This design comes from an exercise in tuning for small area, a short achievable clock period and few clock cycles on the open sky130 flow, not from production work. The RTL was checked by simulation tests, not by an equivalence proof against the original design. No driver is modelled on the clock port, so clocking that relies on it looks cheaper here than on a real chip.

===== constraint.sdc =====
create_clock -name core_clock -period 15.0 [get_ports {clk}]
set_input_delay 3.0000 -clock core_clock [delete_from_list [all_inputs] [get_ports {clk}]]
set_output_delay 3.0000 -clock core_clock [all_outputs]
set_load 0.01 [all_outputs]

===== flow/ports.tcl =====
# output port buffers of the placed design become buf_2, then legalize
set r orfs/results/sky130hd/mvdm_top/base
read_liberty $::env(FLOW_HOME)/platforms/sky130hd/lib/sky130_fd_sc_hd__tt_025C_1v80.lib
read_db $r/3_place.odb
set block [ord::get_db_block]
foreach bterm [$block getBTerms] {
  if {[$bterm getIoType] != "OUTPUT"} { continue }
  foreach iterm [[$bterm getNet] getITerms] {
    if {[$iterm isOutputSignal]} {
      set inst [$iterm getInst]
      puts "port [$bterm getName]: [$inst getName] [[$inst getMaster] getName] -> sky130_fd_sc_hd__buf_2"
      replace_cell [get_cells [$inst getName]] sky130_fd_sc_hd__buf_2
    }
  }
}
detailed_placement
check_placement -verbose
write_db $r/3_place.odb

===== design.v =====
`timescale 1ns/10ps
`default_nettype none
module mvdm_top (
    input  logic       clk,
    input  logic       rst_n,
    input  logic       in_valid,
    input  logic       in_valid2,
    input  logic [7:0] in_data,
    output logic       out_valid,
    output logic       out_sad
);
    logic       iv_q;
    logic [7:0] d_q, d_qq;
    logic [8:0] pc;           
    logic [1:0] vc;           
    logic [2:0] x0, x1, y1;
    logic [2:0] cl;
    logic       sh0, sh1;    
    assign cl = (in_data > 8'd6) ? 3'd6 : in_data[2:0];
    always_ff @(posedge clk or negedge rst_n) begin
        if (!rst_n) begin
            iv_q <= 1'b0;
            pc   <= '0;
            vc   <= '0;
            sh0  <= 1'b0;
            sh1  <= 1'b0;
        end else begin
            iv_q <= in_valid;
            if (iv_q) pc <= pc + 9'd1;
            if (in_valid2) vc <= vc + 2'd1;
            sh0 <= iv_q & ~pc[8];
            sh1 <= iv_q &  pc[8];
        end
    end
    always_ff @(posedge clk) begin
        d_q  <= in_data;
        d_qq <= d_q;
        if (in_valid2 && vc == 2'd0) x0 <= cl;
        if (in_valid2 && vc == 2'd2) x1 <= cl;
        if (in_valid2 && vc == 2'd3) y1 <= cl;
    end
    logic [127:0] r0 [16];
    logic [127:0] r1 [16];
    logic         rot0, rot1;
    logic [3:0]   mvg0, mvg1, hdg0, hdg1;
    logic         rt0, rt1, h150, h151;
    logic [3:0]   phg0 [4];
    logic [3:0]   phg1 [4];
    always_ff @(posedge clk) begin
        for (int s = 0; s < 15; s++) begin
            r0[s] <= (r0[s+1] & {128{mvg0[s/4]}}) | (r0[s] & {128{hdg0[s/4]}});
            r1[s] <= (r1[s+1] & {128{mvg1[s/4]}}) | (r1[s] & {128{hdg1[s/4]}});
        end
        r0[15] <= ({d_qq, r0[15][127:8]} & {128{sh0}}) | (r0[0] & {128{rt0}})
                | (r0[15] & {128{h150}});
        r1[15] <= ({d_qq, r1[15][127:8]} & {128{sh1}}) | (r1[0] & {128{rt1}})
                | (r1[15] & {128{h151}});
    end
    logic       srch, iss;
    logic [3:0] tgt0, tgt1, ph0, ph1;
    logic [1:0] dy, dx;
    logic       sbc, sbr;
    logic       gend, lastk;
    logic       srch_n, iss_n, iss_i, rot0_n, rot1_n, sbc_n, sbr_n;
    logic [3:0] tgt0_n, tgt1_n, ph0_n, ph1_n, c0_n, c1_n;
    logic [1:0] dy_n, dx_n, dl_n;
    logic [2:0] t1_n;
    logic [3:0] ab_n, d1_n;
    logic       byte_y0, byte_y1, l0ok_n, rm0_n, rm1_n;
    logic [3:0] mvg0_n, mvg1_n;
    logic       rt0_n, rt1_n, sh0_n, sh1_n;
    assign sh0_n = iv_q & ~pc[8];
    assign sh1_n = iv_q &  pc[8];
    logic [3:0] phg0_n [4];
    logic [3:0] phg1_n [4];
    assign rm0_n = iv_q & ~pc[8] & (pc[3:0] == 4'd0);
    assign rm1_n = iv_q &  pc[8] & (pc[3:0] == 4'd0);
    logic [3:0][1:0] q0s, q1a, q1b, q0s_n, q1s_n;
    logic [3:0][4:0] th;        
    logic [3:0][3:0] rh1;       
    assign gend    = sbc && dx == 2'd2;
    assign lastk   = gend && dy == 2'd2 && sbr;
    assign byte_y0 = in_valid2 && vc == 2'd1;
    assign byte_y1 = in_valid2 && vc == 2'd3;
    always_comb begin
        srch_n = srch;
        dy_n   = dy;
        dx_n   = dx;
        sbc_n  = sbc;
        sbr_n  = sbr;
        tgt0_n = tgt0;
        tgt1_n = tgt1;
        if (iss) begin
            sbc_n = ~sbc;
            if (sbc) dx_n = (dx == 2'd2) ? 2'd0 : dx + 2'd1;
            if (gend) begin
                dy_n = (dy == 2'd2) ? 2'd0 : dy + 2'd1;
                if (dy == 2'd2) sbr_n = ~sbr;
                if (lastk) begin
                    srch_n = 1'b0;
                    tgt0_n = '0;
                    tgt1_n = '0;
                end else begin
                    tgt0_n = tgt0 + ((dy == 2'd2) ? 4'd2 : 4'd1);
                    if (dy == 2'd2) tgt1_n = tgt1 + 4'd4;
                end
            end
        end
        ph0_n  = sh0 ? 4'd0 : ph0 + {3'd0, rot0};
        ph1_n  = sh1 ? 4'd0 : ph1 + {3'd0, rot1};
        l0ok_n = ph0_n == tgt0_n;
        ab_n   = {1'b0, y1} + 4'd2 - {2'b00, dy_n} + {1'b0, sbr_n, 2'b00};
        d1_n   = ab_n - ph1_n;
        iss_i  = srch_n && l0ok_n && d1_n <= 4'd4;
        rot0_n = !l0ok_n || (iss_i && sbc_n && dx_n == 2'd2);
        rot1_n = (ph1_n != tgt1_n) || (iss_i && sbc_n && dx_n == 2'd2 && dy_n == 2'd2);
        t1_n   = d1_n[2:0];
        for (int g = 0; g < 4; g++) begin
            logic [3:0] p0, p1;
            p0 = sh0 ? 4'd0 : phg0[g] + {3'd0, mvg0[g]};
            p1 = sh1 ? 4'd0 : phg1[g] + {3'd0, mvg1[g]};
            phg0_n[g] = p0;
            phg1_n[g] = p1;
            mvg0_n[g] = (p0 != tgt0_n) || (iss_i && sbc_n && dx_n == 2'd2) || rm0_n;
            mvg1_n[g] = (p1 != tgt1_n) || (iss_i && sbc_n && dx_n == 2'd2 && dy_n == 2'd2) || rm1_n;
        end
        iss_n  = iss_i;
        if (byte_y0) begin
            tgt0_n = {1'b0, cl};
            rot0_n = in_data != 8'd0;
            for (int g = 0; g < 4; g++) mvg0_n[g] = in_data != 8'd0;
        end
        if (byte_y1) begin
            srch_n = 1'b1;
            tgt1_n = {1'b0, cl};
            iss_n  = l0ok_n && in_data <= 8'd2;
            rot1_n = in_data != 8'd0;
            t1_n   = {1'b0, in_data[1:0]} + 3'd2;    
            for (int g = 0; g < 4; g++) mvg1_n[g] = in_data != 8'd0;
        end
        rt0_n = mvg0_n[3] && !rm0_n;
        rt1_n = mvg1_n[3] && !rm1_n;
        c0_n   = {1'b0, x0} + {2'b00, dx_n} + {1'b0, sbc_n, 2'b00};
        c1_n   = {1'b0, x1} + {2'b00, 2'd2 - dx_n} + {1'b0, sbc_n, 2'b00};
        dl_n   = 2'(c1_n - c0_n);
        for (int m = 0; m < 4; m++) begin
            q0s_n[m] = 2'((c0_n + 4'(2'(m[1:0] - c0_n[1:0]))) >> 2);
            q1s_n[m] = 2'((c1_n + 4'(2'(m[1:0] - c1_n[1:0]))) >> 2);
        end
    end
    always_ff @(posedge clk or negedge rst_n) begin
        if (!rst_n) begin
            srch <= 1'b0;
            iss  <= 1'b0;
            rot0 <= 1'b0;
            rot1 <= 1'b0;
            tgt0 <= '0;
            tgt1 <= '0;
            ph0  <= '0;
            ph1  <= '0;
            dy   <= '0;
            dx   <= '0;
            sbc  <= 1'b0;
            sbr  <= 1'b0;
            mvg0 <= '0;
            mvg1 <= '0;
            hdg0 <= '1;
            hdg1 <= '1;
            rt0  <= 1'b0;
            rt1  <= 1'b0;
            h150 <= 1'b1;
            h151 <= 1'b1;
            for (int g = 0; g < 4; g++) begin
                phg0[g] <= '0;
                phg1[g] <= '0;
            end
        end else begin
            mvg0 <= mvg0_n;
            mvg1 <= mvg1_n;
            hdg0 <= ~mvg0_n;
            hdg1 <= ~mvg1_n;
            rt0  <= rt0_n;
            rt1  <= rt1_n;
            h150 <= ~(rt0_n | sh0_n);
            h151 <= ~(rt1_n | sh1_n);
            for (int g = 0; g < 4; g++) begin
                phg0[g] <= phg0_n[g];
                phg1[g] <= phg1_n[g];
            end
            srch <= srch_n;
            iss  <= iss_n;
            rot0 <= rot0_n;
            rot1 <= rot1_n;
            tgt0 <= tgt0_n;
            tgt1 <= tgt1_n;
            ph0  <= ph0_n;
            ph1  <= ph1_n;
            dy   <= dy_n;
            dx   <= dx_n;
            sbc  <= sbc_n;
            sbr  <= sbr_n;
        end
    end
    always_ff @(posedge clk) begin
        q0s <= q0s_n;
        q1a <= q1s_n;
        q1b <= ~q1s_n;
        for (int r = 0; r < 4; r++) begin
            for (int k = 0; k < 5; k++) th[r][k] <= t1_n == 3'(k);
            for (int j = 0; j < 4; j++) rh1[r][j] <= 2'(dl_n + 2'(r)) == 2'(j);
        end
    end
    logic [7:0] a  [4][4];
    logic [7:0] bb [8][4];
    logic [1:0] q1bn [4];
    always_comb
        for (int m = 0; m < 4; m++) q1bn[m] = ~q1b[m];
    logic [7:0] aa [4][4];
    logic [7:0] b  [4][4];
    logic [8:0] res [4][4];
    always_comb begin
        for (int r = 0; r < 4; r++)
            for (int m = 0; m < 4; m++)
                aa[r][m] = r0[r][8 * (4 * q0s[m] + m) +: 8];
        for (int r = 0; r < 4; r++)
            for (int m = 0; m < 4; m++) begin
                a[r][m] = '0;
                for (int j = 0; j < 4; j++)
                    a[r][m] = a[r][m] | (aa[r][(m - j + r) & 3] & {8{rh1[r][j]}});
            end
        for (int s = 0; s < 4; s++)
            for (int m = 0; m < 4; m++)
                bb[s][m] = r1[s][8 * (4 * q1a[m] + m) +: 8];
        for (int s = 4; s < 8; s++)
            for (int m = 0; m < 4; m++)
                bb[s][m] = r1[s][8 * {q1bn[m], 2'(m)} +: 8];
        for (int r = 0; r < 4; r++)
            for (int m = 0; m < 4; m++) begin
                b[r][m] = '0;
                for (int k = 0; k < 5; k++)
                    b[r][m] = b[r][m] | (bb[r+k][m] & {8{th[r][k]}});
            end
    end
    logic       v1, v2, v3, v4;
    logic [2:0] tag1, tag2, tag3, tag4;    
    always_ff @(posedge clk) begin
        for (int r = 0; r < 4; r++)
            for (int k = 0; k < 4; k++)
                res[r][k] <= {1'b0, a[r][k]} - {1'b0, b[r][k]};
        tag1 <= {lastk, sbr, sbc};
    end
    logic signed [10:0] rh [4][4];
    always_ff @(posedge clk) begin
        for (int r = 0; r < 4; r++) begin
            logic signed [9:0] s01, d01, s23, d23;
            s01 = $signed(res[r][0]) + $signed(res[r][1]);
            d01 = $signed(res[r][0]) - $signed(res[r][1]);
            s23 = $signed(res[r][2]) + $signed(res[r][3]);
            d23 = $signed(res[r][2]) - $signed(res[r][3]);
            rh[r][0] <= s01 + s23;
            rh[r][1] <= d01 + d23;
            rh[r][2] <= s01 - s23;
            rh[r][3] <= d01 - d23;
        end
        tag2 <= tag1;
    end
    logic [10:0] mx  [8];
    logic [7:0]  mxc;
    always_ff @(posedge clk) begin
        for (int k = 0; k < 4; k++) begin
            logic signed [11:0] pq [4];
            pq[0] = rh[0][k] + rh[1][k];
            pq[1] = rh[2][k] + rh[3][k];
            pq[2] = rh[0][k] - rh[1][k];
            pq[3] = rh[2][k] - rh[3][k];
            for (int h = 0; h < 2; h++) begin
                logic [10:0] ma, mb;
                logic        sa, sb2, ge;
                logic [11:0] cmp;
                sa  = pq[2*h][11];
                sb2 = pq[2*h+1][11];
                ma  = pq[2*h][10:0]   ^ {11{sa}};
                mb  = pq[2*h+1][10:0] ^ {11{sb2}};
                cmp = {1'b0, ma} + {1'b0, ~mb} + {11'd0, sa};
                ge  = cmp[11];
                mx[2*k+h]  <= ge ? ma : mb;
                mxc[2*k+h] <= ge ? sa : sb2;
            end
        end
        tag3 <= tag2;
    end
    logic [12:0] sb, sbp;
    always_ff @(posedge clk) begin
        logic [12:0] acc;
        acc = '0;
        for (int e = 0; e < 8; e++)
            acc = acc + {2'b00, mx[e]} + {12'd0, mxc[e]};
        sb   <= acc;
        sbp  <= sb;
        tag4 <= tag3;
    end
    logic [13:0] fifo [9];
    logic [13:0] half;
    logic [14:0] tot;
    logic [14:0] best;
    logic [3:0]  bs, ps;
    logic [19:0] dif;
    logic        first, upd, fin, tv;
    logic [4:0]  ocnt;
    assign half = {1'b0, sbp} + {1'b0, sb};
    assign tot  = {1'b0, fifo[8]} + {2'b00, sbp} + {2'b00, sb};
    assign dif  = {1'b0, fifo[8], ps} + {2'b00, sbp, 4'd0} + {2'b00, sb, 4'd0} - {1'b0, best, bs};
    assign tv   = v4 && tag4[1] && tag4[0];            
    assign upd  = first || dif[19];
    always_ff @(posedge clk) begin
        if (v4 && tag4[0]) begin
            fifo[0] <= half;
            for (int e = 1; e < 9; e++) fifo[e] <= fifo[e-1];
        end
        if (fin) begin
            best <= upd ? {1'b0, tot[14:1]} : {1'b0, best[14:1]};
            if (upd) bs <= ps;
        end else if (tv && upd) begin
            best <= tot;
            bs   <= ps;
        end else if (ocnt != 5'd0) begin
            if (ocnt < 5'd24) best <= {1'b0, best[14:1]};
            else              bs   <= {1'b0, bs[3:1]};
        end
    end
    always_ff @(posedge clk or negedge rst_n) begin
        if (!rst_n) begin
            ps <= '0;
        end else if (tv) begin
            ps <= (ps == 4'd8) ? 4'd0 : (ps >= 4'd6) ? ps - 4'd5 : ps + 4'd3;
        end
    end
    always_ff @(posedge clk or negedge rst_n) begin
        if (!rst_n) begin
            v1 <= 1'b0; v2 <= 1'b0; v3 <= 1'b0; v4 <= 1'b0;
            first     <= 1'b1;
            fin       <= 1'b0;
            ocnt      <= '0;
            out_valid <= 1'b0;
            out_sad   <= 1'b0;
        end else begin
            v1 <= iss;
            v2 <= v1;
            v3 <= v2;
            v4 <= v3;
            if (tv) first <= tag4[2];
            fin <= v3 && tag3[2];
            if (v3 && tag3[2]) begin
                out_valid <= 1'b1;
                out_sad   <= 1'b0;
                ocnt      <= 5'd1;
            end else if (fin) begin
                out_sad   <= upd ? tot[0] : best[0];
                ocnt      <= 5'd2;
            end else if (ocnt != 5'd0 && ocnt != 5'd28) begin
                out_sad   <= (ocnt < 5'd16) ? best[0] : (ocnt < 5'd24) ? 1'b0 : bs[0];
                ocnt      <= ocnt + 5'd1;
            end else begin
                out_valid <= 1'b0;
                out_sad   <= 1'b0;
                ocnt      <= 5'd0;
            end
        end
    end
endmodule
`default_nettype wire

===== flow/run.sh =====
#!/bin/bash
# Standard layout (the standard.sh), with two extra steps:
#  - after placement, the buffers on the output ports become buf_2 (the
#    standard flow puts a delay cell, clkdlybuf4s50_1, there);
#  - after clock tree synthesis, one more setup repair pass that works to a
#    setup margin, since the design runs well below the 15 ns period.
# Every tool's output goes to a log file of its own in this folder.
set -euo pipefail
bash standard.sh synth floorplan place > flow_1_synth_place.log 2>&1
openroad -no_init -exit flow/ports.tcl > flow_2_ports.log 2>&1
bash standard.sh cts > flow_3_cts.log 2>&1
openroad -no_init -exit flow/repair.tcl > flow_4_repair.log 2>&1
bash standard.sh > flow_5_route_finish.log 2>&1

===== flow/repair.tcl =====
# one more setup repair pass on the clock tree stage result, to a margin
set r orfs/results/sky130hd/mvdm_top/base
read_liberty $::env(FLOW_HOME)/platforms/sky130hd/lib/sky130_fd_sc_hd__tt_025C_1v80.lib
read_db $r/4_cts.odb
read_sdc $r/4_cts.sdc
source $::env(FLOW_HOME)/platforms/sky130hd/setRC.tcl
set_propagated_clock [all_clocks]
set_dont_use {sky130_fd_sc_hd__probe_p_8 sky130_fd_sc_hd__probec_p_8 sky130_fd_sc_hd__lpflow_*}
estimate_parasitics -placement
report_worst_slack
report_design_area
repair_timing -setup -setup_margin 10.7 -repair_tns 100 -verbose
detailed_placement
check_placement -verbose
estimate_parasitics -placement
report_worst_slack
report_worst_slack -min
report_design_area
write_db $r/4_cts.odb

===== config.mk =====
export PLATFORM = sky130hd
export DESIGN_NAME = mvdm_top
export DESIGN_NICKNAME = mvdm_top
export VERILOG_FILES = /design/flow/design.v
export SDC_FILE = /design/flow/constraint.sdc
export NUM_CORES = 8
export LEC_CHECK = 0
export CAP_MARGIN = 20
export CORE_MARGIN = 2
export CORE_UTILIZATION = 40
export CTS_CLUSTER_DIAMETER = 60
export CTS_CLUSTER_SIZE = 26
export SLEW_MARGIN = 20

===== standard.sh =====
#!/bin/bash
# synth_recipe.tcl (not shown) runs the flow's synth.tcl, then flattens the netlist and writes it again
# the make line also repeats each setting of config.mk as NAME=value (left out here)
make -C /OpenROAD-flow-scripts/flow DESIGN_CONFIG=/design/flow/config.mk WORK_HOME=/design/flow/orfs CLKGATE_MAP_FILE= SYNTH_SCRIPT=/design/flow/synth_recipe.tcl "${@:-finish}"

==> flow_summary.yaml, run 1 <==
yosys:
  ys.flop_type: "dfxtp_1"
  ys_seq_area_share_pct: 51.7
  syn-num-nets: 17518
  synth-seq-cells: 4854
  netlist_area_sq_um: 192000
  async_flop_share_pct: 2.25
  synthDistinctLibCells: 100
  netlist_instances: 16527
  avgSynthCellArea_sq_um: 11.6
  synth_edf_count: 154
  yosysWarnings: 20
grt:
  grt-ovfl-total: 0
  grt_start_max_net_pins: 205
  grt_pass1_vias: 121537
  grt_pass1_wl_microns: 779000
  grt_use_total_pct: 20.3
  grt_use_met3_pct: 2.24
  antenna_found_initial: 24
  top_usage_layer: "met2"
  met1_usage_pct: 29.1
  grtUsageMet2_pct: 31.4
cts:
  clk_path_buf_depth: 4
  postCtsSetupBuffers: 0
  cts.sinks: 4854
  clkLatencyLatePin_ns: 1.03
  cts_hold_repair.buffers: 0
  cts_tree: "done"
  cts_buffers: 376
  path_clk_slew_ns: 0.07
  cts_max_level: 5
  ctsResizeCount: 0
  cts_root_buf: "clkbuf_16"
finish:
  final_cell_mix: "4552 x dfxtp_1, 3859 x a22o_1, 1139 x inv_1"
  drive_gt1_share_pct: 9.67
  fillers: 44041
  fin_nets: 16889
  final_cell_area_sq_um: 212000
  final_common_cell: "dfxtp_1"
  area_delta_synth_final_pct: 10.4
timing:
  fin_crit_sh_pct: 29.9
  rsz0062_at_grt: "no"
  slew_violations: 0
  max_freq_mhz: 223
  worstMarginPinSlew_ns: 1.23
  skew_ns: 0.0914
  tns_ns: 0
  setup_viol: 0
  setup_ws_ns: 10.51
  relSlewSlack_pct: 18.1
  final-hold-violation-count: 0
  fin_crit_ns: 4.49
setup_path:
  cp_slowest_cell: "dfrtp_1"
  worstPathCellList: "buf_2"
  critPathBufInv: 1
  critPathTopFamily: "flip-flops"
  start_kind: "register"
  arrival_ns: 1.49
  path_class: "reg2out"
  end_kind: "output port"
  worstPathMaxFanout: 2
  cpPeakStageDelay_ns: 0.38
  cp.required_ns: 12.00
placement:
  post-place-ws_ns: 9.13
  portBuffers: 13
  place_area_sq_um: 198000
  dp_hpwl_microns: 359000
  gp_congestion: 0.908
route:
  wl_microns: 516000
  wl_per_cell_microns: 22.8
  vias_per_cell: 5.73
  antenna_left: 0
  drc: 0
  drt_iter0_markers: 12802
  vias: 129707
  dr.pass1.iters: 9
job:
  cap_viol_max_count: 0
floorplanning:
  rows: 254
  start_util_pct: 40.2
  num_io_pins: 14
  die_y_microns: 697
  core_area_sq_um: 479000
  dieWidth_microns: 697
  die-area_sq_um: 486000
worst_hold_path:
  hp-class: "reg2reg"
run_status:
  status: "finished clean"
routing by layer:
layer	share of wire, %	vias up
met1	47	64787
met2	44	3310
met3	5.1	680
met5	0.0054	-
li1	-	60926
met4	4.3	4
layout make-up:
class	count	area [sq um]	share of cell area [%]
Clock inverter	283	3650	1.72
Timing Repair Buffer	276	2360	1.11
Sequential cell	4854	99400	46.9
Clock buffer	421	9910	4.67
Tap cell	6400	8010	3.78
Antenna cell	9	22.5	0.0106
Inverter	1143	4290	2.02
Multi-Input combinational cell	9247	84400	39.8
flip-flops by register name (all words and copies together) (netlist names), 5 cells and up:
name and cells:
mxc 8, q1b 8, pc 9, mx 88
ocnt 5, r1 2048, q0s 8, sb 13
q1a 8, phg1 16, fifo 126, phg0 16
r0 2048, best 15, sbp 13, res 144
th 5, d_qq 8, rh 168, d_q 8
per-stage QoR:
step	utilization, %	instances	hold slack, ns
after global placement	41.3	21871	0.314
after floorplan	-	16527	0.310
after detailed placement	41.3	21873	0.312
after global routing	44.3	22625	0.327
after CTS	44.1	22577	0.320
final	44.3	22633	0.320
synth_stat cells, types with 117 or more instances:
| cell | number | area share, % |
|---|---|---|
| a21o_1 | 122 | 0.48 |
| a21oi_1 | 365 | 0.95 |
| a221oi_1 | 117 | 0.53 |
| a222oi_1 | 356 | 1.9 |
| a22o_1 | 3860 | 18 |
| a22oi_1 | 277 | 1.1 |
| clkbuf_1 | 1122 | 2.2 |
| dfxtp_1 | 4591 | 48 |
| edfxtp_1 | 154 | 2.4 |
| fa_1 | 181 | 1.9 |
| ha_1 | 798 | 5.2 |
| inv_1 | 1141 | 2.2 |
| mux4_2 | 384 | 4.5 |
| nand2_1 | 380 | 0.74 |
| nor2_1 | 324 | 0.63 |
| nor2b_1 | 125 | 0.41 |
| o21ai_0 | 284 | 0.74 |
| o21bai_1 | 117 | 0.46 |
| xnor2_1 | 446 | 2.0 |
| xor2_1 | 245 | 1.1 |
cell families after synthesis:
family / synth area share (%)
DFF: 51.7
and+or+nand+nor: 3.02
AOI/OAI and AO/OA: 25.2
xor gates and xnor gates: 3.15
adders and majority gates: 7.09
buffers and inverters: 4.79
muxes: 5.09
worst paths after layout:
check | startpoint | endpoint | slack, ns | cells past startpoint
max | out_valid$_DFFE_PN0P_ | out_valid | 10.51 | 1
max reg2reg | th[15]$_DFF_P_ | res[0][7]$_DFF_P_ | 10.56 | 14
min | tag3[1]$_DFF_P_ | tag4[1]$_DFF_P_ | 0.32 | 0
max in group asynchronous | rst_n | sh0$_DFF_PN0_ | 11.43 | 2
min in group asynchronous | rst_n | v2$_DFF_PN0_ | 1.94 | 1
min reg2reg | tag3[1]$_DFF_P_ | tag4[1]$_DFF_P_ | 0.32 | 0
Testbench counts, summed over its fixed seeds: cycles 17,711.
==> run 2, diff against run 1 <==
--- a/flow/repair.tcl
+++ b/flow/repair.tcl
@@ -9,7 +9,7 @@
 estimate_parasitics -placement
 report_worst_slack
 report_design_area
-repair_timing -setup -setup_margin 10.7 -repair_tns 100 -verbose
+repair_timing -setup -setup_margin 11.0 -repair_tns 100 -verbose
 detailed_placement
 check_placement -verbose
 estimate_parasitics -placement
==> run 2 against run 1 <==
Effect of this change:
- still clean
- die area stayed put
- core utilization is 0.40 points higher
- cell count rose by 0.37%
- critical path type unchanged
- critical endpoint unchanged
==> flow_summary.yaml, run 2 <==
placement:
  dp.cells: 21873
  portBuffers: 13
  dp_hpwl_microns: 359000
  gp_congestion: 0.908
grt:
  top_usage_layer: "met2"
  grt_pass1_wl_microns: 783000
  grt_use_met3_pct: 2.15
  grt_start_max_net_pins: 205
  grt_pass1_vias: 122435
  antenna_found_initial: 22
  grtUsageMet2_pct: 31.6
  grt-ovfl-total: 0
  grt_use_total_pct: 20.4
  met1_usage_pct: 29.2
yosys:
  syn-num-nets: 17518
  synth.top_cell.area_share_pct: 47.8
  netlist_area_sq_um: 192000
  synth-seq-cells: 4854
  synthDistinctLibCells: 100
  netlist_instances: 16527
  synthTopCellsByArea: "dfxtp_1 48%, a22o_1 18%, ha_1 5.2%, mux4_2 4.5%, edfxtp_1 2.4%"
  synth_commonest_cells: "4591 x dfxtp_1, 3860 x a22o_1, 1141 x inv_1, 1122 x clkbuf_1, 798 x ha_1"
  synth_edf_count: 154
  ys.flop_type: "dfxtp_1"
  netlist.top_cell.by_area: "dfxtp_1"
  avgSynthCellArea_sq_um: 11.6
  async_flop_share_pct: 2.25
  ys_seq_area_share_pct: 51.7
  synth_most_common_cell: "dfxtp_1"
  yosysWarnings: 20
cts:
  cts_max_level: 5
  cts_tree: "done"
  ctsResizeCount: 0
  cts_root_buf: "clkbuf_16"
  postCtsSetupBuffers: 0
  cts_hold_repair.buffers: 0
  cts_buffers: 376
  path_clk_slew_ns: 0.07
  clkLatencyLatePin_ns: 1.04
  clk_path_buf_depth: 4
  cts.sinks: 4854
setup_path:
  cp_slowest_cell: "dfrtp_1"
  worstPathCellList: "buf_2"
  arrival_ns: 1.49
  path_class: "reg2out"
  start_kind: "register"
  cpPeakStageDelay_ns: 0.38
  critPathBufInv: 1
  end_kind: "output port"
  critPathTopFamily: "flip-flops"
  worstPathMaxFanout: 2
  cp.required_ns: 12.00
timing:
  skew_ns: 0.0891
  worstMarginPinSlew_ns: 1.24
  final-hold-violation-count: 0
  fin_crit_sh_pct: 30.0
  setup_viol: 0
  rsz0062_at_grt: "no"
  relSlewSlack_pct: 17.6
  max_freq_mhz: 223
  hold-worst-slack_ns: 0.321
  slew_violations: 0
  fin_crit_ns: 4.49
  tns_ns: 0
floorplanning:
  die_y_microns: 697
  start_util_pct: 40.2
  num_io_pins: 14
  dieWidth_microns: 697
  die-area_sq_um: 486000
  rows: 254
  core_area_sq_um: 479000
route:
  wl_microns: 519000
  vias: 130339
  vias_per_cell: 5.74
  dr.pass1.iters: 12
  drc: 0
  antenna_left: 0
  wl_per_cell_microns: 22.8
  drt_iter0_markers: 12745
finish:
  fin_nets: 16970
  instances_no_fill: 22716
  final_common_cell: "dfxtp_1"
  top_regs: "r0 x2048, r1 x2048, rh x168"
  fillers: 43886
  final_cell_mix: "4537 x dfxtp_1, 3859 x a22o_1, 1132 x inv_1"
  drive_gt1_share_pct: 11.1
  area_delta_synth_final_pct: 11.4
worst_hold_path:
  hp-class: "reg2reg"
run_status:
  status: "finished clean"
job:
  cap_viol_max_count: 0
run 2: cell counts after synthesis:
No cell type changed its count.
run 2: area by class of cell:
class | instances | area [sq um] | area share (%)
antenna | 11 | 27.5 | 0.0129
clock buffer | 421 | 9910 | 4.63
clock inverter | 283 | 3650 | 1.71
inverter | 1143 | 4290 | 2.01
multi-input combinational | 9248 | 85500 | 39.9
sequential | 4854 | 99500 | 46.5
tap | 6400 | 8010 | 3.74
timing repair buffer | 356 | 3170 | 1.48
run 2: final timing paths:
kind                                       start                end  slack [ns]  cells after the start
min                              tag3[1]$_DFF_P_    tag4[1]$_DFF_P_        0.32                      0
max in group asynchronous                  rst_n  mvg0[1]$_DFF_PN0_       11.44                      2
max reg2reg                     mx[3][2]$_DFF_P_     sb[12]$_DFF_P_       10.63                     15
min in group asynchronous                  rst_n       v2$_DFF_PN0_        1.94                      1
max                        out_valid$_DFFE_PN0P_          out_valid       10.51                      1
min reg2reg                      tag3[1]$_DFF_P_    tag4[1]$_DFF_P_        0.32                      0
run 2: per-layer routing:
metal  vias up  routed length [microns]  share of wire (%)
li1      61138                        -                  -
met1     65252                   243000                 47
met2      3261                   229000                 44
met3       686                    24900                4.8
met4         2                    21600                4.2
met5         -                       13             0.0025
run 2: stage by stage:
step	utilization [%]	worst slack [ns]	instance area (sq um)
after floorplan	-	10.03	192000
after global placement	41.3	9.15	197000
after detailed placement	41.3	9.13	198000
after CTS	44.1	9.66	211000
after global routing	44.7	10.43	214000
final	44.7	10.51	214000
run 2: cells by family (layout without fill, tap and decap cells):
family / count (synthesis) / count (layout) / share of synthesized area (%)
adders and majority gates: 980 / 980 / 7.09
DFF: 4854 / 4854 / 51.7
AOI/OAI and AO/OA: 5858 / 5859 / 25.2
buffers and inverters: 2426 / 2203 / 4.79
other: 0 / 11 / 0
muxes: 493 / 493 / 5.09
and+or+nand+nor: 1225 / 1225 / 3.02
xor gates and xnor gates: 691 / 691 / 3.15
==> run 3, diff against run 2 <==
--- a/config.mk
+++ b/config.mk
@@ -7,7 +7,8 @@
 export LEC_CHECK = 0
 export CAP_MARGIN = 20
 export CORE_MARGIN = 2
-export CORE_UTILIZATION = 40
+export CORE_UTILIZATION = 52
 export CTS_CLUSTER_DIAMETER = 60
 export CTS_CLUSTER_SIZE = 26
+export PLACE_DENSITY = 0.68
 export SLEW_MARGIN = 20
==> run 3 against run 2 <==
Effect of this change:
- critical endpoint unchanged
- core utilization grew 13 points
- critical path depth is the same
- register-to-register slack gained 0.11 ns
- still clean on timing, DRC and antenna
- largest cell class unchanged
==> flow_summary.yaml, run 3 <==
yosys:
  synth_most_common_cell: "dfxtp_1"
  synth.top_cell.area_share_pct: 47.8
  synth-seq-cells: 4854
  synthDistinctLibCells: 100
  ys.flop_type: "dfxtp_1"
  netlist_instances: 16527
  netlist.top_cell.by_area: "dfxtp_1"
  yosysWarnings: 20
  syn-num-nets: 17518
  netlist_area_sq_um: 192000
  synth_commonest_cells: "4591 x dfxtp_1, 3860 x a22o_1, 1141 x inv_1, 1122 x clkbuf_1, 798 x ha_1"
  ys_seq_area_share_pct: 51.7
  synthTopCellsByArea: "dfxtp_1 48%, a22o_1 18%, ha_1 5.2%, mux4_2 4.5%, edfxtp_1 2.4%"
  avgSynthCellArea_sq_um: 11.6
  synth_edf_count: 154
  async_flop_share_pct: 2.25
setup_path:
  end_kind: "output port"
  critPathBufInv: 1
  cpPeakStageDelay_ns: 0.44
  cp_slowest_cell: "dfrtp_1"
  critPathTopFamily: "flip-flops"
  critPathLaunch: "out_valid$_DFFE_PN0P_"
  worstPathMaxFanout: 2
  path_class: "reg2out"
  arrival_ns: 1.53
  start_kind: "register"
  cp.required_ns: 12.00
  worstPathCellList: "buf_2"
  reg2reg_from: "rh[12][1]$_DFF_P_"
placement:
  post-place-ws_ns: 9.20
  dp.cells: 20301
  gp_congestion: 0.943
  portBuffers: 13
  dp_hpwl_microns: 342000
run_status:
  status: "finished clean"
cts:
  clkLatencyLatePin_ns: 1.03
  cts_tree: "done"
  path_clk_slew_ns: 0.08
  cts_hold_repair.buffers: 0
  ctsResizeCount: 0
  postCtsSetupBuffers: 0
  cts_max_level: 5
  cts.sinks: 4854
  cts_root_buf: "clkbuf_16"
  cts_buffers: 342
  clk_path_buf_depth: 4
finish:
  drive_gt1_share_pct: 10.4
  fin_nets: 16922
  final_cell_mix: "4544 x dfxtp_1, 3859 x a22o_1, 1137 x inv_1"
  final_common_cell: "dfxtp_1"
  fillers: 30187
  area_delta_synth_final_pct: 9.68
  multiInputGateArea_sq_um: 85300
  instances_no_fill: 21065
  top_regs: "r0 x2048, r1 x2048, rh x168"
  utilization_pct: 57.2
  regArea_sq_um: 99500
route:
  antenna_left: 0
  dr.pass1.iters: 11
  vias: 131244
  drc: 0
  wl_microns: 499000
  wl_per_cell_microns: 23.7
  vias_per_cell: 6.23
  drt_iter0_markers: 13633
grt:
  grt-ovfl-total: 0
  grt_pass1_wl_microns: 760000
  grt_use_total_pct: 25.8
  antenna_found_initial: 27
  grt_pass1_vias: 120808
  grt_start_max_net_pins: 203
timing:
  relSlewSlack_pct: 11.8
  max_freq_mhz: 221
  slew_violations: 0
  rsz0062_at_grt: "no"
  setup_viol: 0
  tns_ns: 0
  fin_crit_ns: 4.53
  setup_ws_ns: 10.47
  worstMarginPinSlew_ns: 1.32
  final-hold-violation-count: 0
  fin_crit_sh_pct: 30.2
  skew_ns: 0.107
job:
  cap_viol_max_count: 0
floorplanning:
  die_y_microns: 612
  core_area_sq_um: 368000
  num_io_pins: 14
  rows: 223
  start_util_pct: 52.2
  die-area_sq_um: 374000
  dieWidth_microns: 612
worst_hold_path:
  min-delay-start: "d_q[7]$_DFF_P_"
  hp-class: "reg2reg"
run 3: logic make-up (layout without fill, tap and decap cells):
group	Yosys count	in the layout	synth area share (%)
AO/OA/AOI/OAI	5858	5858	25.2
flip-flops	4854	4854	51.7
buffers and inverters	2426	2119	4.79
AND/OR/NAND/NOR	1225	1225	3.02
adder cells (fa/ha/maj)	980	980	7.09
XOR/XNOR	691	691	3.15
multiplexers	493	493	5.09
other	0	8	0
run 3: path summary, 6_finish.rpt:
| kind | end | slack, ns | cells after the start |
|---|---|---|---|
| setup reg to reg | mx[1][0]$_DFF_P_ | 10.74 | 21 |
| min in group asynchronous | mvg0[0]$_DFF_PN0_ | 1.95 | 1 |
| setup / recovery | out_valid | 10.47 | 1 |
| hold / removal | d_qq[7]$_DFF_P_ | 0.33 | 0 |
| hold reg to reg | d_qq[7]$_DFF_P_ | 0.33 | 0 |
| max in group asynchronous | ps[3]$_DFFE_PN0P_ | 11.61 | 2 |
run 3: final cells by class:
| cell class | instances | area share (%) |
|---|---|---|
| flip-flops and latches | 4854 | 47.2 |
| inverters | 1143 | 2.04 |
| repair buffers | 343 | 1.40 |
| diodes | 8 | 0.00950 |
| clock buffers | 361 | 4.16 |
| multi-input cells | 9247 | 40.5 |
| well taps | 4837 | 2.87 |
| clock inverters | 272 | 1.87 |
run 3: routing by layer:
metal	routed length, microns	GRT usage (%)	part of all wire (%)	up-vias
met5	98	0	0.020	-
met4	23900	11.0	4.8	16
met3	33200	3.59	6.7	789
met2	210000	37.6	42	4081
met1	232000	38.1	46	65313
li1	-	-	-	61045
run 3: through the flow:
step / cell area, sq um / hold slack [ns]
final: 211000 / 0.332
after detailed placement: 195000 / 0.312
after floorplan: 192000 / 0.310
after global routing: 211000 / 0.322
after CTS: 208000 / 0.332
after global placement: 195000 / 0.311
==> run 4, diff against run 3 <==
--- a/flow/repair.tcl
+++ b/flow/repair.tcl
@@ -9,7 +9,7 @@
 estimate_parasitics -placement
 report_worst_slack
 report_design_area
-repair_timing -setup -setup_margin 11.0 -repair_tns 100 -verbose
+repair_timing -setup -setup_margin 10.7 -repair_tns 100 -verbose
 detailed_placement
 check_placement -verbose
 estimate_parasitics -placement
==> run 4 against run 3 <==
Effect of this change:
- still clean
- via count decreased by 0.51%
- synthesized cell count unchanged
- cell count decreased by 0.39%
- maximum frequency increased by 0.22%
==> flow_summary.yaml, run 4 <==
finish:
  regArea_sq_um: 99400
  fillers: 30407
  drive_gt1_share_pct: 9.03
  multiInputGateArea_sq_um: 84300
  utilization_pct: 56.7
  fin_nets: 16842
  final_cell_area_sq_um: 209000
  final_common_cell: "dfxtp_1"
  area_delta_synth_final_pct: 8.72
  final_cell_mix: "4557 x dfxtp_1, 3859 x a22o_1, 1141 x inv_1"
  top_regs: "r0 x2048, r1 x2048, rh x168"
setup_path:
  critPathBufInv: 1
  cp_slowest_cell: "dfrtp_1"
  path_class: "reg2out"
  start_kind: "register"
  reg2reg_from: "rh[5][4]$_DFF_P_"
  arrival_ns: 1.52
  worstPathCellList: "buf_2"
  reg2reg_slack_ns: 10.62
  critPathTopFamily: "flip-flops"
  cp.required_ns: 12.00
  r2r_cells: 20
  r2r-end: "mx[3][6]$_DFF_P_"
  end_kind: "output port"
  worstPathMaxFanout: 2
  cpPeakStageDelay_ns: 0.44
timing:
  tns_ns: 0
  skew_ns: 0.114
  fin_crit_ns: 4.52
  fin_crit_sh_pct: 30.2
  hold-worst-slack_ns: 0.332
  slew_violations: 0
  worstMarginPinSlew_ns: 1.29
  rsz0062_at_grt: "no"
  final-hold-violation-count: 0
  setup_viol: 0
  max_freq_mhz: 221
  relSlewSlack_pct: 14.3
worst_hold_path:
  min-delay-start: "d_q[7]$_DFF_P_"
  worstHoldEndpoint: "d_qq[7]$_DFF_P_"
  hp-class: "reg2reg"
  min_path_cells: 0
cts:
  cts_tree: "done"
  cts_root_buf: "clkbuf_16"
  cts.sinks: 4854
  cts_hold_repair.buffers: 0
  clkLatencyLatePin_ns: 1.03
  cts_max_level: 5
  clk_path_buf_depth: 4
  postCtsSetupBuffers: 0
  ctsResizeCount: 0
  path_clk_slew_ns: 0.08
  cts_buffers: 342
floorplanning:
  start_util_pct: 52.2
  die_y_microns: 612
  die-area_sq_um: 374000
  core_area_sq_um: 368000
  dieWidth_microns: 612
  num_io_pins: 14
  rows: 223
route:
  vias_per_cell: 6.22
  drc: 0
  wl_microns: 497000
  drt_iter0_markers: 14081
  wl_per_cell_microns: 23.7
  vias: 130580
  dr.pass1.iters: 14
  antenna_left: 0
run_status:
  status: "finished clean"
yosys:
  synth_edf_count: 154
  avgSynthCellArea_sq_um: 11.6
  syn-num-nets: 17518
  synthDistinctLibCells: 100
  ys_seq_area_share_pct: 51.7
  async_flop_share_pct: 2.25
  ys.flop_type: "dfxtp_1"
  synth.top_cell.area_share_pct: 47.8
  yosysWarnings: 20
  synth_commonest_cells: "4591 x dfxtp_1, 3860 x a22o_1, 1141 x inv_1, 1122 x clkbuf_1, 798 x ha_1"
  synth-seq-cells: 4854
  netlist.top_cell.by_area: "dfxtp_1"
  netlist_instances: 16527
  synthTopCellsByArea: "dfxtp_1 48%, a22o_1 18%, ha_1 5.2%, mux4_2 4.5%, edfxtp_1 2.4%"
  synth_most_common_cell: "dfxtp_1"
  netlist_area_sq_um: 192000
grt:
  grt-ovfl-total: 0
  grt_use_total_pct: 25.6
  grt_pass1_wl_microns: 755000
  antenna_found_initial: 31
  grt_pass1_vias: 119963
  grt_start_max_net_pins: 203
placement:
  dp_hpwl_microns: 342000
  gp_congestion: 0.943
  portBuffers: 13
  place_area_sq_um: 195000
job:
  cap_viol_max_count: 0
## run 4: final cells by class
type,count,area share [%]
antenna,5,0.00599
tap,4837,2.90
timing repair buffer,263,1.04
clock buffer,361,4.20
inverter,1143,2.05
clock inverter,272,1.88
multi-input combinational,9247,40.3
sequential,4854,47.6
## run 4: kinds of logic after synthesis
| kind of cell | share of synthesized area (%) |
|---|---|
| AO/OA/AOI/OAI | 25.2 |
| XOR/XNOR | 3.15 |
| adder cells (fa/ha/maj) | 7.09 |
| buffers and inverters | 4.79 |
| flip-flops | 51.7 |
| multiplexers | 5.09 |
| AND/OR/NAND/NOR | 3.02 |
## run 4: routing by layer
| layer | vias up | routed length [microns] | global-route usage [%] |
|---|---|---|---|
| met5 | - | 384 | 0 |
| met4 | 14 | 23500 | 10.8 |
| met3 | 748 | 33500 | 3.70 |
| met2 | 3967 | 209000 | 37.3 |
| met1 | 65016 | 230000 | 37.9 |
| li1 | 60835 | - | - |
## run 4: how the worst max path moves through the flow
| stage | startpoint | end | slack [ns] | depth (start not counted) |
|---|---|---|---|---|
| 3_3_place_gp | in_data[6] | rt0$_DFF_PN0_ | 9.28 | 6 |
| 5_1_grt | rh[14][2]$_DFF_P_ | mx[4][6]$_DFF_P_ | 10.29 | 18 |
| 4_1_cts | rh[4][1]$_DFF_P_ | mxc[0]$_DFF_P_ | 9.79 | 18 |
| 6_report | out_valid$_DFFE_PN0P_ | out_valid | 10.48 | 1 |
| 2_1_floorplan | in_data[6] | rt0$_DFF_PN0_ | 10.03 | 6 |
| 3_5_place_dp | in_data[6] | rt0$_DFF_PN0_ | 9.20 | 6 |
## run 4: metrics by stage
step / setup WS, ns / instances
after floorplan: 10.03 / 16527
final: 10.48 / 20982
after global routing: 10.29 / 20978
after global placement: 9.28 / 20300
after CTS: 9.79 / 20934
after detailed placement: 9.20 / 20301
==> run 5, diff against run 4 <==
--- a/config.mk
+++ b/config.mk
@@ -8,7 +8,8 @@
 export CAP_MARGIN = 20
 export CORE_MARGIN = 2
 export CORE_UTILIZATION = 52
-export CTS_CLUSTER_DIAMETER = 60
-export CTS_CLUSTER_SIZE = 26
+export CTS_BUF_LIST = sky130_fd_sc_hd__clkbuf_8 sky130_fd_sc_hd__clkbuf_16
+export CTS_CLUSTER_DIAMETER = 50
+export CTS_CLUSTER_SIZE = 20
 export PLACE_DENSITY = 0.68
 export SLEW_MARGIN = 20
==> run 5 against run 4 <==
Effect of this change:
- die area is the same
- critical endpoint unchanged
- synthesized cell count stayed put
- worst hold slack lost 0.0037 ns
- maximum frequency is 2.1% lower
- global-route usage increased by 0.075 points
- final area up 1.3%
- via count is 0.48% higher
- highest routed layer unchanged
==> flow_summary.yaml, run 5 <==
setup_path:
  cp.required_ns: 12.00
  worstPathMaxFanout: 2
  arrival_ns: 1.62
  critPathBufInv: 1
  end_kind: "output port"
  critPathTopFamily: "flip-flops"
  start_kind: "register"
  worstPathCellList: "buf_2"
  path_class: "reg2out"
  cp_slowest_cell: "dfrtp_1"
  cpPeakStageDelay_ns: 0.45
timing:
  fin_crit_ns: 4.62
  skew_ns: 0.0667
  slew_violations: 0
  fin_crit_sh_pct: 30.8
  setup_viol: 0
  relSlewSlack_pct: 12.1
  hold-worst-slack_ns: 0.328
  rsz0062_at_grt: "no"
  tns_ns: 0
  final-hold-violation-count: 0
  worstMarginPinSlew_ns: 1.32
  max_freq_mhz: 216
yosys:
  ys_seq_area_share_pct: 51.7
  netlist_area_sq_um: 192000
  synth-seq-cells: 4854
  syn-num-nets: 17518
  netlist_instances: 16527
  synth_edf_count: 154
  synthDistinctLibCells: 100
  synth.top_cell.area_share_pct: 47.8
  synth_commonest_cells: "4591 x dfxtp_1, 3860 x a22o_1, 1141 x inv_1, 1122 x clkbuf_1, 798 x ha_1"
  yosysWarnings: 20
  netlist.top_cell.by_area: "dfxtp_1"
  ys.flop_type: "dfxtp_1"
  synthTopCellsByArea: "dfxtp_1 48%, a22o_1 18%, ha_1 5.2%, mux4_2 4.5%, edfxtp_1 2.4%"
  avgSynthCellArea_sq_um: 11.6
  synth_most_common_cell: "dfxtp_1"
  async_flop_share_pct: 2.25
grt:
  grt_start_max_net_pins: 203
  grt_use_total_pct: 25.7
  grt_pass1_vias: 120833
  grt-ovfl-total: 0
  grt_pass1_wl_microns: 757000
  antenna_found_initial: 26
placement:
  gp_congestion: 0.943
  dp_hpwl_microns: 342000
  portBuffers: 13
cts:
  clk_path_buf_depth: 4
  cts_tree: "done"
  cts.sinks: 4854
  cts_root_buf: "clkbuf_16"
  cts_max_level: 5
  path_clk_slew_ns: 0.07
  cts_buffers: 427
  ctsResizeCount: 0
  cts_hold_repair.buffers: 0
  clkLatencyLatePin_ns: 1.01
  postCtsSetupBuffers: 0
finish:
  final_cell_mix: "4557 x dfxtp_1, 3859 x a22o_1, 1163 x inv_1"
  area_delta_synth_final_pct: 10.2
  fin_nets: 16931
  final_common_cell: "dfxtp_1"
  top_regs: "r0 x2048, r1 x2048, rh x168"
  drive_gt1_share_pct: 9.90
floorplanning:
  start_util_pct: 52.2
  num_io_pins: 14
  die-area_sq_um: 374000
  die_y_microns: 612
  dieWidth_microns: 612
  core_area_sq_um: 368000
  rows: 223
run_status:
  status: "finished clean"
route:
  wl_per_cell_microns: 23.5
  vias: 131206
  antenna_left: 0
  drc: 0
  drt_iter0_markers: 13970
  dr.pass1.iters: 10
  vias_per_cell: 6.20
  wl_microns: 498000
worst_hold_path:
  hp-class: "reg2reg"
job:
  cap_viol_max_count: 0
==> run 5: changes by cell type in the layout (fill, tap and decap cells not counted), sizes merged <==
cell,before,now
clkinv,113,114
bufinv,17,39
clkinvlp,16,44
clkbuf,361,462
diode,5,8
inv,1269,1287
buf,253,257
==> run 5: path summary, 6_finish.rpt <==
path,from,end,slack [ns],depth (start not counted)
setup / recovery,out_valid$_DFFE_PN0P_,out_valid,10.38,1
hold / removal,d_q[7]$_DFF_P_,d_qq[7]$_DFF_P_,0.33,0
setup reg to reg,q1a[6]$_DFF_P_,res[3][7]$_DFF_P_,10.53,12
hold reg to reg,d_q[7]$_DFF_P_,d_qq[7]$_DFF_P_,0.33,0
max in group asynchronous,rst_n,mvg1[0]$_DFF_PN0_,11.65,2
min in group asynchronous,rst_n,tgt1[0]$_DFF_PN0_,1.96,1
==> run 5: layout make-up <==
type,instances,area [sq um]
tap,4837,6050
clock buffer,462,11200
timing repair buffer,267,2200
fill,30146,157000
multi-input combinational,9247,84300
inverter,1143,4290
clock inverter,341,4240
antenna,8,20.0
sequential,4854,99400
==> run 5: metrics by stage <==
step                area [sq um]  utilization, %  worst slack [ns]  std cells
floorplan                 192000               -             10.03      16527
global placement          195000            53.1              9.28      20300
detailed placement        195000            53.1              9.20      20301
CTS                       211000            57.3              9.78      21104
global route              212000            57.5             10.26      21152
finish                    212000            57.5             10.38      21159
==> run 5: cell families after synthesis <==
kind of cell             share of synthesized area (%)
adder cells (fa/ha/maj)                           7.09
XOR/XNOR                                          3.15
flip-flops                                        51.7
multiplexers                                      5.09
buffers and inverters                             4.79
AO/OA/AOI/OAI                                     25.2
AND/OR/NAND/NOR                                   3.02
==> run 5: worst register-to-register path: stages, from the launching register on <==
cell      delay (ns)
dfxtp_2         0.46
buf_4           0.55
mux4_2          0.63
a222oi_1        0.30
inv_1           0.10
a221oi_2        0.97
ha_1            0.43
a21boi_0        0.16
o21ai_0         0.17
nand2b_1        0.11
a21o_1          0.20
a21oi_1         0.17
xnor2_1         0.14
==> run 5: metal layers <==
metal  GRT usage [%]  routed length [microns]  vias up
met3            4.04                    34500      722
met2            37.4                   210000     4084
met1            38.0                   232000    65278
met5               0                       82        -
met4            10.4                    21600       12
li1                -                        -    61110
==> run 6, diff against run 5 <==
==> flow/run.sh (replaced) <==
#!/bin/bash
# Standard layout (the standard.sh), with two extra steps:
#  - after placement, the buffers on the output ports become buf_2 (the
#    standard flow puts a delay cell, clkdlybuf4s50_1, there);
#  - clock tree synthesis drives its leaf clusters with clkbuf_8;
#  - after clock tree synthesis, one more setup repair pass that works to a
#    setup margin, since the design runs well below the 15 ns period.
# Every tool's output goes to a log file of its own in this folder.
set -euo pipefail
bash standard.sh synth floorplan place > flow_1_synth_place.log 2>&1
openroad -no_init -exit flow/ports.tcl > flow_2_ports.log 2>&1
CTS_ARGS="-sink_clustering_enable -repair_clock_nets -sink_clustering_size 16 -sink_clustering_max_diameter 45 -sink_clustering_buffer sky130_fd_sc_hd__clkbuf_8 -buf_list sky130_fd_sc_hd__clkbuf_16" \
  bash standard.sh cts > flow_3_cts.log 2>&1
openroad -no_init -exit flow/repair.tcl > flow_4_repair.log 2>&1
bash standard.sh > flow_5_route_finish.log 2>&1
--- a/config.mk
+++ b/config.mk
@@ -8,8 +8,7 @@
 export CAP_MARGIN = 20
 export CORE_MARGIN = 2
 export CORE_UTILIZATION = 52
-export CTS_BUF_LIST = sky130_fd_sc_hd__clkbuf_8 sky130_fd_sc_hd__clkbuf_16
-export CTS_CLUSTER_DIAMETER = 50
-export CTS_CLUSTER_SIZE = 20
+export CTS_CLUSTER_DIAMETER = 60
+export CTS_CLUSTER_SIZE = 26
 export PLACE_DENSITY = 0.68
 export SLEW_MARGIN = 20
==> run 6 against run 5 <==
Effect of this change:
- final area is 2.3% lower
- still clean
- setup slack better by 0.050 ns
- largest cell class unchanged
- area after synthesis stayed put
==> flow_summary.yaml, run 6 <==
cts:
  cts_buffers: 458
  clkLatencyLatePin_ns: 0.97
  cts_root_buf: "clkbuf_16"
  path_clk_slew_ns: 0.09
  cts.sinks: 4854
  ctsResizeCount: 0
  cts_max_level: 5
  cts_tree: "done"
  cts_hold_repair.buffers: 0
  postCtsSetupBuffers: 0
  clk_path_buf_depth: 4
floorplanning:
  start_util_pct: 52.2
  die-area_sq_um: 374000
  dieWidth_microns: 612
  die_y_microns: 612
  num_io_pins: 14
  core_area_sq_um: 368000
  rows: 223
timing:
  fin_crit_ns: 4.57
  max_freq_mhz: 219
  setup_ws_ns: 10.43
  slew_violations: 0
  fin_crit_sh_pct: 30.5
  relSlewSlack_pct: 14.6
  worstMarginPinSlew_ns: 1.28
  final-hold-violation-count: 0
  setup_viol: 0
  skew_ns: 0.0573
  tns_ns: 0
  rsz0062_at_grt: "no"
worst_hold_path:
  hp-class: "reg2reg"
setup_path:
  worstPathMaxFanout: 2
  arrival_ns: 1.57
  end_kind: "output port"
  cpPeakStageDelay_ns: 0.45
  worstPathCellList: "buf_2"
  cp_slowest_cell: "dfrtp_1"
  start_kind: "register"
  critPathBufInv: 1
  path_class: "reg2out"
  critPathTopFamily: "flip-flops"
  cp.required_ns: 12.00
yosys:
  yosysWarnings: 20
  synthTopCellsByArea: "dfxtp_1 48%, a22o_1 18%, ha_1 5.2%, mux4_2 4.5%, edfxtp_1 2.4%"
  synth-seq-cells: 4854
  netlist_instances: 16527
  synth.top_cell.area_share_pct: 47.8
  synth_commonest_cells: "4591 x dfxtp_1, 3860 x a22o_1, 1141 x inv_1, 1122 x clkbuf_1, 798 x ha_1"
  netlist_area_sq_um: 192000
  avgSynthCellArea_sq_um: 11.6
  ys_seq_area_share_pct: 51.7
  synthDistinctLibCells: 100
  synth_edf_count: 154
  ys.flop_type: "dfxtp_1"
  synth_most_common_cell: "dfxtp_1"
  syn-num-nets: 17518
  netlist.top_cell.by_area: "dfxtp_1"
  async_flop_share_pct: 2.25
route:
  dr.pass1.iters: 10
  wl_microns: 497000
  wl_per_cell_microns: 23.5
  vias: 131134
  antenna_left: 0
  vias_per_cell: 6.19
  drc: 0
  drt_iter0_markers: 13379
finish:
  utilization_pct: 56.2
  final_cell_area_sq_um: 207000
  fillers: 30726
  drive_gt1_share_pct: 9.68
  final_common_cell: "dfxtp_1"
  area_delta_synth_final_pct: 7.63
  instances_no_fill: 21168
  top_regs: "r0 x2048, r1 x2048, rh x168"
  fin_nets: 16959
  final_cell_mix: "4556 x dfxtp_1, 3859 x a22o_1, 1168 x inv_1"
grt:
  grt-ovfl-total: 0
  grt_pass1_wl_microns: 754000
  grt_start_max_net_pins: 203
  grt_pass1_vias: 120531
  antenna_found_initial: 26
  grt_use_total_pct: 25.6
placement:
  gp_congestion: 0.943
  dp_hpwl_microns: 342000
  portBuffers: 13
  dp.cells: 20301
  post-place-ws_ns: 9.20
  place_area_sq_um: 195000
run_status:
  status: "finished clean"
job:
  cap_viol_max_count: 0
run 6: routing by layer:
layer  GRT usage [%]  routed length, microns  up-vias
met2            37.4                  210000     4078
met5               0                      86        -
met3            3.86                   34000      730
met4            9.87                   20800       14
met1            38.0                  232000    65246
li1                -                       -    61066
run 6: logic make-up (layout without fill, tap and decap cells):
| logic type | Yosys count | in the layout | synth area share, % |
|---|---|---|---|
| AO/OA/AOI/OAI | 5858 | 5858 | 25.2 |
| flip-flops | 4854 | 4854 | 51.7 |
| buffers and inverters | 2426 | 2224 | 4.79 |
| AND/OR/NAND/NOR | 1225 | 1225 | 3.02 |
| adder cells (fa/ha/maj) | 980 | 980 | 7.09 |
| XOR/XNOR | 691 | 691 | 3.15 |
| multiplexers | 493 | 493 | 5.09 |
| other | 0 | 6 | 0 |
run 6: final timing paths:
kind | from | slack [ns] | depth (start not counted) | end
min in group asynchronous | rst_n | 1.98 | 1 | phg0[1][2]$_DFF_PN0_
worst max-delay path | out_valid$_DFFE_PN0P_ | 10.43 | 1 | out_valid
worst min-delay path | tag3[1]$_DFF_P_ | 0.33 | 0 | tag4[1]$_DFF_P_
worst min register to register | tag3[1]$_DFF_P_ | 0.33 | 0 | tag4[1]$_DFF_P_
max in group asynchronous | rst_n | 11.60 | 2 | mvg1[1]$_DFF_PN0_
worst max register to register | rh[4][1]$_DFF_P_ | 10.58 | 18 | mxc[0]$_DFF_P_
run 6: layout make-up:
cell class,instances,area (sq um),share of cell area [%]
clock buffers,462,6820,3.30
clock inverters,355,3790,1.83
repair buffers,264,2200,1.07
diodes,6,15.0,0.00726
inverters,1143,4290,2.07
multi-input cells,9247,84200,40.7
well taps,4837,6050,2.93
flip-flops and latches,4854,99400,48.1
run 6: stage by stage:
stage / hold slack (ns)
after floorplan: 0.310
after global placement: 0.311
after detailed placement: 0.312
after CTS: 0.332
after global routing: 0.337
final: 0.331
==> run 7, diff against run 6 <==
==> run.sh (new file) <==
#!/bin/bash
# synth_recipe.tcl (not shown) runs the flow's synth.tcl, then flattens the netlist and writes it again
# the make line also repeats each setting of config.mk as NAME=value (left out here)
make -C /OpenROAD-flow-scripts/flow DESIGN_CONFIG=/design/flow/config.mk WORK_HOME=/design/flow/orfs CLKGATE_MAP_FILE= SYNTH_SCRIPT=/design/flow/synth_recipe.tcl finish
--- a/config.mk
+++ b/config.mk
@@ -7,8 +7,7 @@
 export LEC_CHECK = 0
 export CAP_MARGIN = 20
 export CORE_MARGIN = 2
-export CORE_UTILIZATION = 52
+export CORE_UTILIZATION = 40
 export CTS_CLUSTER_DIAMETER = 60
 export CTS_CLUSTER_SIZE = 26
-export PLACE_DENSITY = 0.68
 export SLEW_MARGIN = 20
removed: flow/run.sh
removed: flow/ports.tcl
removed: flow/repair.tcl
removed: standard.sh
==> run 7 against run 6 <==
Effect of this change:
- synthesized cell count did not move
- maximum frequency fell by 14%
- global-route usage fell by 5.3 points
- cell count rose by 6.8%
- critical path depth rose by 18
- clock-buffer cell count fell by 59
- critical endpoint is now mx[1][10]$_DFF_P_
- non-clock buffer count fell by 34
- highest routed layer unchanged
- clock skew rose by 0.014 ns
- via count fell by 0.89%
- final area rose by 2.1%
- still clean
- first-iteration DRC count fell by 1.2%
- critical path type is now reg2reg
==> flow_summary.yaml, run 7 <==
timing:
  final-hold-violation-count: 0
  tns_ns: 0
  skew_ns: 0.0713
  setup_ws_ns: 9.72
  relSlewSlack_pct: 15.0
  max_freq_mhz: 189
  setup_viol: 0
  rsz0062_at_grt: "no"
  fin_crit_sh_pct: 35.2
  worstMarginPinSlew_ns: 1.27
  hold-worst-slack_ns: 0.328
  fin_crit_ns: 5.28
  slew_violations: 0
yosys:
  synth_edf_count: 154
  synth-seq-cells: 4854
  synth_most_common_cell: "dfxtp_1"
  synth.top_cell.area_share_pct: 47.8
  avgSynthCellArea_sq_um: 11.6
  netlist.top_cell.by_area: "dfxtp_1"
  synth_commonest_cells: "4591 x dfxtp_1, 3860 x a22o_1, 1141 x inv_1, 1122 x clkbuf_1, 798 x ha_1"
  ys.flop_type: "dfxtp_1"
  yosysWarnings: 20
  syn-num-nets: 17518
  ys_seq_area_share_pct: 51.7
  async_flop_share_pct: 2.25
  synthTopCellsByArea: "dfxtp_1 48%, a22o_1 18%, ha_1 5.2%, mux4_2 4.5%, edfxtp_1 2.4%"
  synthDistinctLibCells: 100
  netlist_instances: 16527
  netlist_area_sq_um: 192000
route:
  dr.pass1.iters: 10
  vias: 129970
  wl_per_cell_microns: 22.8
  wl_microns: 517000
  vias_per_cell: 5.75
  drt_iter0_markers: 13213
  antenna_left: 0
  drc: 0
floorplanning:
  die-area_sq_um: 486000
  dieWidth_microns: 697
  num_io_pins: 14
  start_util_pct: 40.2
  rows: 254
  die_y_microns: 697
  core_area_sq_um: 479000
grt:
  grt_start_max_net_pins: 205
  grt_pass1_wl_microns: 778000
  grt_pass1_vias: 121142
  grt-ovfl-total: 0
  grt_use_total_pct: 20.3
  antenna_found_initial: 28
setup_path:
  cpPeakStageDelay_ns: 0.72
  path_class: "reg2reg"
  start_kind: "register"
  cp.required_ns: 15.89
  end_kind: "register"
  cp_slowest_cell: "a221oi_2"
  worstPathMaxFanout: 11
  arrival_ns: 6.18
  worstPathCellList: "inv_1 > ha_1 > nor2b_1 > o31a_1 > o41a_1 > o41ai_4 > nor2b_1 > o21a_1 > xnor2_1 > ha_1 > a21oi_1 > nand2_1 > a211oi_1 > nor2_1 > o21ai_0 > nand2b_1 > a221oi_2 > buf_4 > mux2_2"
placement:
  gp_congestion: 0.908
  portBuffers: 13
  dp_hpwl_microns: 359000
  post-place-ws_ns: 9.13
finish:
  final_common_cell: "dfxtp_1"
  area_delta_synth_final_pct: 9.91
  top_regs: "r0 x2048, r1 x2048, rh x168"
  regArea_sq_um: 99400
  fin_nets: 16835
  fillers: 44112
  final_cell_mix: "4559 x dfxtp_1, 3860 x a22o_1, 1141 x inv_1"
  drive_gt1_share_pct: 8.80
  multiInputGateArea_sq_um: 83900
  utilization_pct: 44.1
cts:
  ctsResizeCount: 0
  clkLatencyLatePin_ns: 1.00
  cts_max_level: 5
  cts_buffers: 368
  clk_path_buf_depth: 4
  postCtsSetupBuffers: 0
  cts_root_buf: "clkbuf_16"
  cts_tree: "done"
  cts_hold_repair.buffers: 0
  path_clk_slew_ns: 0.08
  cts.sinks: 4854
run_status:
  status: "finished clean"
job:
  cap_viol_max_count: 0
worst_hold_path:
  hp-class: "reg2reg"
run 7: logic make-up (layout without fill, tap and decap cells):
logic type                 Yosys count  in the layout  synth area share (%)
muxes                              493            493                  5.09
buffers and inverters             2426           2062                  4.79
and+or+nand+nor                   1225           1225                  3.02
adders and majority gates          980            980                  7.09
xor gates and xnor gates           691            691                  3.15
DFF                               4854           4854                  51.7
AOI/OAI and AO/OA                 5858           5858                  25.2
other                                0             49                     0
run 7: worst paths after layout:
path | start | endpoint | slack, ns | cells past startpoint
setup / recovery | rh[12][1]$_DFF_P_ | mx[1][10]$_DFF_P_ | 9.72 | 19
hold / removal | d_q[2]$_DFF_P_ | d_qq[2]$_DFF_P_ | 0.33 | 0
setup reg to reg | rh[12][1]$_DFF_P_ | mx[1][10]$_DFF_P_ | 9.72 | 19
hold reg to reg | d_q[2]$_DFF_P_ | d_qq[2]$_DFF_P_ | 0.33 | 0
max in group asynchronous | rst_n | mvg0[1]$_DFF_PN0_ | 11.42 | 2
min in group asynchronous | rst_n | ps[2]$_DFFE_PN0P_ | 1.94 | 1
run 7: metal layers:
metal	GRT usage [%]	wire length, microns
met3	2.15	27200
met4	7.83	21600
met5	0	76
met2	31.3	227000
met1	29.2	240000
run 7: area by class of cell:
type,instances,share of cell area (%)
Clock inverter,286,1.89
Antenna cell,49,0.0581
Multi-Input combinational cell,9247,39.7
Clock buffer,403,4.54
Timing Repair Buffer,230,0.904
Tap cell,6400,3.79
Sequential cell,4854,47.1
Inverter,1143,2.03
run 7: critical path, delay by kind of cell, from the launching register on:
kind / cells / cell delay, ns
AO/OA/AOI/OAI: 8 / 2.66
XOR/XNOR: 1 / 0.25
adder cells (fa/ha/maj): 2 / 0.64
buffers and inverters: 2 / 0.40
flip-flops: 1 / 0.38
multiplexers: 1 / 0.34
AND/OR/NAND/NOR: 5 / 0.52
run 7: stage by stage:
| stage | area [sq um] | std cells |
|---|---|---|
| after floorplan | 192000 | 16527 |
| after global placement | 197000 | 21871 |
| after detailed placement | 198000 | 21873 |
| after CTS | 211000 | 22562 |
| after global routing | 211000 | 22564 |
| final | 211000 | 22612 |

==> static timing again, ports no longer ideal <==
No port has a modelled driver above. Below, the same layouts with a new extraction and two added sets of constraints.
Step 1, drivers: a clkbuf_16 drives clk and a buf_2 each remaining input, both assumed.
Step 2 moves the port delays by t, midway between the first and last clock arrival at a register: inputs arrive t later, outputs are due t later. That takes back most of the time a late clock gives input paths.
Slacks: no drivers / after step 1 / after step 2; pairs: no drivers / after step 1.
| run | shift t [ns] | setup slack, ns | worst setup path at the end | latest minus earliest clock arrival (ns) | worst data-port slew with drivers (ns) |
|---|---|---|---|---|---|
| run 1 | 1.097 | 10.509 / 10.399 / 9.600 | input to register | 0.098 / 0.098 | 0.08 |
| run 2 | 1.102 | 10.506 / 10.394 / 9.895 | input to register | 0.096 / 0.096 | 0.08 |
| run 3 | 1.072 | 10.467 / 10.360 / 9.925 | input to register | 0.130 / 0.130 | 0.04 |
| run 4 | 1.067 | 10.477 / 10.375 / 9.714 | input to register | 0.137 / 0.137 | 0.04 |
| run 5 | 1.082 | 10.380 / 10.274 / 9.705 | input to register | 0.071 / 0.071 | 0.04 |
| run 6 | 1.047 | 10.430 / 10.319 / 9.708 | input to register | 0.057 / 0.057 | 0.04 |
| run 7 | 1.083 | 9.715 / 9.715 / 9.097 | input to register | 0.093 / 0.093 | 0.08 |
After both steps every run listed still meets setup and hold. The setup slack of run 1, which loses most, moves by -0.110 ns with the drivers and by -0.909 ns with both steps.
